This is an optimization exercise on Yosys and OpenROAD, whose aim is small area and few clock cycles per item, not a production implementation. Only simulation tests tie the RTL to the original design; equivalence was not proved.

==> run F <==
## fp_mult_pipe
module fp_mult_pipe #(
    parameter int EXP_W = 8,
    parameter int MAN_W = 23
) (
    input  logic                 clk,
    input  logic                 rst,
    input  logic                 in_valid,
    output logic                 in_ready,
    input  logic [EXP_W+MAN_W:0] a,
    input  logic [EXP_W+MAN_W:0] b,
    input  logic [2:0]           rnd,
    output logic                 out_valid,
    input  logic                 out_ready,
    output logic [EXP_W+MAN_W:0] z,
    output logic [7:0]           status
);
==> flow/config.mk <==
export PLATFORM = sky130hd
export DESIGN_NAME = fp_mult_pipe
export DESIGN_NICKNAME = fp_mult_pipe
export VERILOG_FILES = /design/flow/design.v
export SDC_FILE = /design/flow/constraint.sdc
export NUM_CORES = 4
export LEC_CHECK = 0
export ABC_AREA = 1
export CAP_MARGIN = 20
export CORE_MARGIN = 2
export CORE_UTILIZATION = 60
export CTS_BUF_LIST = sky130_fd_sc_hd__clkbuf_4 sky130_fd_sc_hd__clkbuf_8
export SLEW_MARGIN = 20
==> flow/constraint.sdc <==
create_clock -name core_clock -period 7.5 [get_ports {clk}]
set_input_delay 1.5000 -clock core_clock [delete_from_list [all_inputs] [get_ports {clk}]]
set_output_delay 1.5000 -clock core_clock [all_outputs]
set_load 0.01 [all_outputs]
standard.sh (not shown) runs the stock make flow with config.mk's settings and CLKGATE_MAP_FILE= SYNTH_SCRIPT=/design/flow/synth_recipe.tcl, a recipe that flattens the netlist after the stock synthesis.
==> flow/flow/run.sh <==
#!/bin/bash
# The standard layout (standard.sh: the standard flow's synthesis and ORFS flow), with every
# input and output port buffered by a plain buf_1 instead of the default port
# buffer cell. The make output is kept in flow_make.log; each ORFS step writes
# its own log under orfs/logs/.
set -euo pipefail
export BUFFER_PORTS_ARGS="-buffer_cell sky130_fd_sc_hd__buf_1"
bash standard.sh finish > flow_make.log 2>&1
==> run Y: changes against run F <==
--- a/flow/config.mk
+++ b/flow/config.mk
@@ -9,5 +9,4 @@
 export CAP_MARGIN = 20
 export CORE_MARGIN = 2
-export CORE_UTILIZATION = 60
-export CTS_BUF_LIST = sky130_fd_sc_hd__clkbuf_4 sky130_fd_sc_hd__clkbuf_8
+export CORE_UTILIZATION = 40
 export SLEW_MARGIN = 20
==> qor summary <==
	run F	run Y
Floorplan core area	28780 um2	43170 um2
GR Layer Usage met2	0.5851	0.4145
Area delta synth->final	9.714%	11.98%
Buffer type at the clock tree root	sky130_fd_sc_hd__clkbuf_8	sky130_fd_sc_hd__clkbuf_16
Final critical path time including I/O delays and setup	7.255 ns	7.255 ns
Outcome	complete, no violations	complete, no violations
Wire length reported by the detailed router	54930 um	56490 um
Reg2reg setup slack	6.04 ns	6.05 ns
Share of final layout cell area taken by non-clock buffers	0.08426	0.08898
Met1 Track Usage GR	0.4920	0.3401
Minimum hold slack	1.215 ns	1.202 ns
Crit path max fanout	6	9
Transition time at the pin with the least slew margin	1.154 ns	0.9809 ns
Via count of the first global-routing pass	15.50k	15.71k
Number of stages on the worst setup path	28	29
Testbench counts of run F, summed over its fixed seeds: cycles 12,008, items 12,000.
Testbench counts of run Y, summed over its fixed seeds: cycles 12,008, items 12,000.

* * *

==> trial 15: inputs <==
fp_mult_pipe, a different RTL version from the one above (not shown whole).
==> flow/config.mk <==
export PLATFORM = sky130hd
export DESIGN_NAME = fp_mult_pipe
export DESIGN_NICKNAME = fp_mult_pipe
export VERILOG_FILES = /design/flow/design.v
export SDC_FILE = /design/flow/constraint.sdc
export NUM_CORES = 4
export LEC_CHECK = 0
export ABC_AREA = 1
export CAP_MARGIN = 20
export CORE_MARGIN = 2
export CORE_UTILIZATION = 60
export CTS_BUF_LIST = sky130_fd_sc_hd__clkbuf_4 sky130_fd_sc_hd__clkbuf_8
export SLEW_MARGIN = 20
==> flow/constraint.sdc <==
create_clock -name core_clock -period 7.5 [get_ports {clk}]
set_input_delay 1.5000 -clock core_clock [delete_from_list [all_inputs] [get_ports {clk}]]
set_output_delay 1.5000 -clock core_clock [all_outputs]
set_load 0.01 [all_outputs]
==> flow/flow/run.sh <==
#!/bin/bash
# The standard layout (standard.sh: the standard flow's synthesis and ORFS flow), with every
# input and output port buffered by a plain buf_1 instead of the default port
# buffer cell. The make output is kept in flow_make.log; each ORFS step writes
# its own log under orfs/logs/.
set -euo pipefail
export BUFFER_PORTS_ARGS="-buffer_cell sky130_fd_sc_hd__buf_1"
export GPL_KEEP_OVERFLOW=0
bash standard.sh finish > flow_make.log 2>&1
==> trial 67: changes against trial 15 <==
--- a/flow/flow/run.sh
+++ b/flow/flow/run.sh
@@ -5,5 +5,4 @@
 # its own log under orfs/logs/.
 set -euo pipefail
 export BUFFER_PORTS_ARGS="-buffer_cell sky130_fd_sc_hd__buf_1"
-export GPL_KEEP_OVERFLOW=0
 bash standard.sh finish > flow_make.log 2>&1
Settings changed: CORE_UTILIZATION 60 to 40, CTS_BUF_LIST sky130_fd_sc_hd__clkbuf_4 sky130_fd_sc_hd__clkbuf_8 to not set.
==> trial 16: changes against trial 15 <==
==> flow/flow/run.sh (replaced) <==
#!/bin/bash
# The standard layout (standard.sh: the standard flow's synthesis and ORFS flow), with every
# input and output port buffered by a plain buf_1 instead of the default port
# buffer cell, and the timing-driven global placement's resizer changes not
# kept (GPL_KEEP_OVERFLOW=0): repair_timing after CTS fixes what is needed.
# The make output is kept in flow_make.log; each ORFS step writes its own log
# under orfs/logs/.
set -euo pipefail
export BUFFER_PORTS_ARGS="-buffer_cell sky130_fd_sc_hd__buf_1"
export GPL_KEEP_OVERFLOW=0
bash standard.sh finish > flow_make.log 2>&1
Settings changed: CORE_UTILIZATION 60 to 70.
==> build 23: changes against trial 15 <==
==> flow/flow/run.sh (replaced) <==
#!/bin/bash
# The standard layout (standard.sh: the standard flow's synthesis and ORFS flow), with every
# input and output port buffered by a plain buf_1 instead of the default port
# buffer cell, and the timing-driven global placement's resizer changes not
# kept (GPL_KEEP_OVERFLOW=0): repair_timing after CTS fixes what is needed.
# its own log under orfs/logs/.
set -euo pipefail
export BUFFER_PORTS_ARGS="-buffer_cell sky130_fd_sc_hd__buf_1"
export GPL_KEEP_OVERFLOW=0
bash standard.sh finish > flow_make.log 2>&1
==> comparison table <==
quantity	build 23	trial 16	trial 67	trial 15
Status	complete, no violations	complete, no violations	complete, no violations	complete, no violations
Met3 capacity usage during global routing	8.42%	10.2%	3.56%	8.42%
Wire length reported by the detailed router	54400 um	55200 um	55000 um	54400 um
Floorplan core area	28600 sq um	24300 sq um	43000 sq um	28600 sq um
Met3 WL post-DR	6250 um	7490 um	4480 um	6250 um
CP Data Required Time	7.56 ns	7.57 ns	7.66 ns	7.56 ns
Final Non-Filler Cells	2619	2549	2934	2619
Fin crit share	97.6%	98.2%	94.5%	97.6%
Most numerous cell on the critical path	sky130_fd_sc_hd__fa_1	sky130_fd_sc_hd__fa_1	-	sky130_fd_sc_hd__fa_1
Total half-perimeter wirelength after legalization and detailed placement	39500 um	39400 um	46200 um	39500 um
Root Buffer	sky130_fd_sc_hd__clkbuf_8	sky130_fd_sc_hd__clkbuf_8	sky130_fd_sc_hd__clkbuf_16	sky130_fd_sc_hd__clkbuf_8
Vias per inst	6.00	6.37	5.31	6.00
Number of DRC violations after detailed-routing iteration 0	1698	2161	1284	1698
Repair and plain buffers	148	139	276	148
Fraction of standard cell area in multi-input logic	76.4%	76.7%	72.4%	76.4%
Post-Place Cell Area	17800 sq um	17800 sq um	19200 sq um	17800 sq um
Net total in the final layout	2682	2672	2796	2682
Clock buffer cells	5	6	5	5
Cell count after placement	2566	2507	2925	2566
Minimum setup slack in the final design	0.183 ns	0.134 ns	0.410 ns	0.183 ns
Testbench counts of trial 15, summed over its fixed seeds: cycles 12,008, items 12,000.
Testbench counts of trial 67, summed over its fixed seeds: cycles 12,008, items 12,000.
Testbench counts of trial 16, summed over its fixed seeds: cycles 12,008, items 12,000.
Testbench counts of build 23, summed over its fixed seeds: cycles 12,008, items 12,000.

re-timing with driven ports:
Ports are ideal in the flow. The routed layouts listed here were re-timed in OpenROAD.
Step 1 (the two cells are an assumption about what drives the block):
set clk [get_ports {clk}]
set_driving_cell -lib_cell sky130_fd_sc_hd__clkbuf_16 $clk
set_driving_cell -lib_cell sky130_fd_sc_hd__buf_2 [delete_from_list [all_inputs] $clk]
Step 2 times the ports against the registers' clock, not the clock port: input delays grow and output delays shrink by t, the midpoint of the rising clock arrivals with the driver on.
Three values: ideal ports, drivers, drivers and shift; two values: the first two.
run	t (ns)	setup slack, ns	worst setup path after step 2
run F	0.355	0.245 / 0.242 / -0.113	input to register
run Y	0.325	0.245 / 0.213 / -0.112	input to register
trial 15	0.349	0.183 / 0.178 / -0.171	input to register
trial 67	0.324	0.410 / 0.419 / 0.096	input to register
trial 16	0.346	0.134 / 0.148 / -0.197	input to register
build 23	0.349	0.183 / 0.178 / -0.171	input to register
With both steps, setup timing fails in 5 of these runs, where it was met with ideal ports. For run F, which loses most, drivers alone change the setup slack by -0.003 ns; drivers and shift together by -0.358 ns.
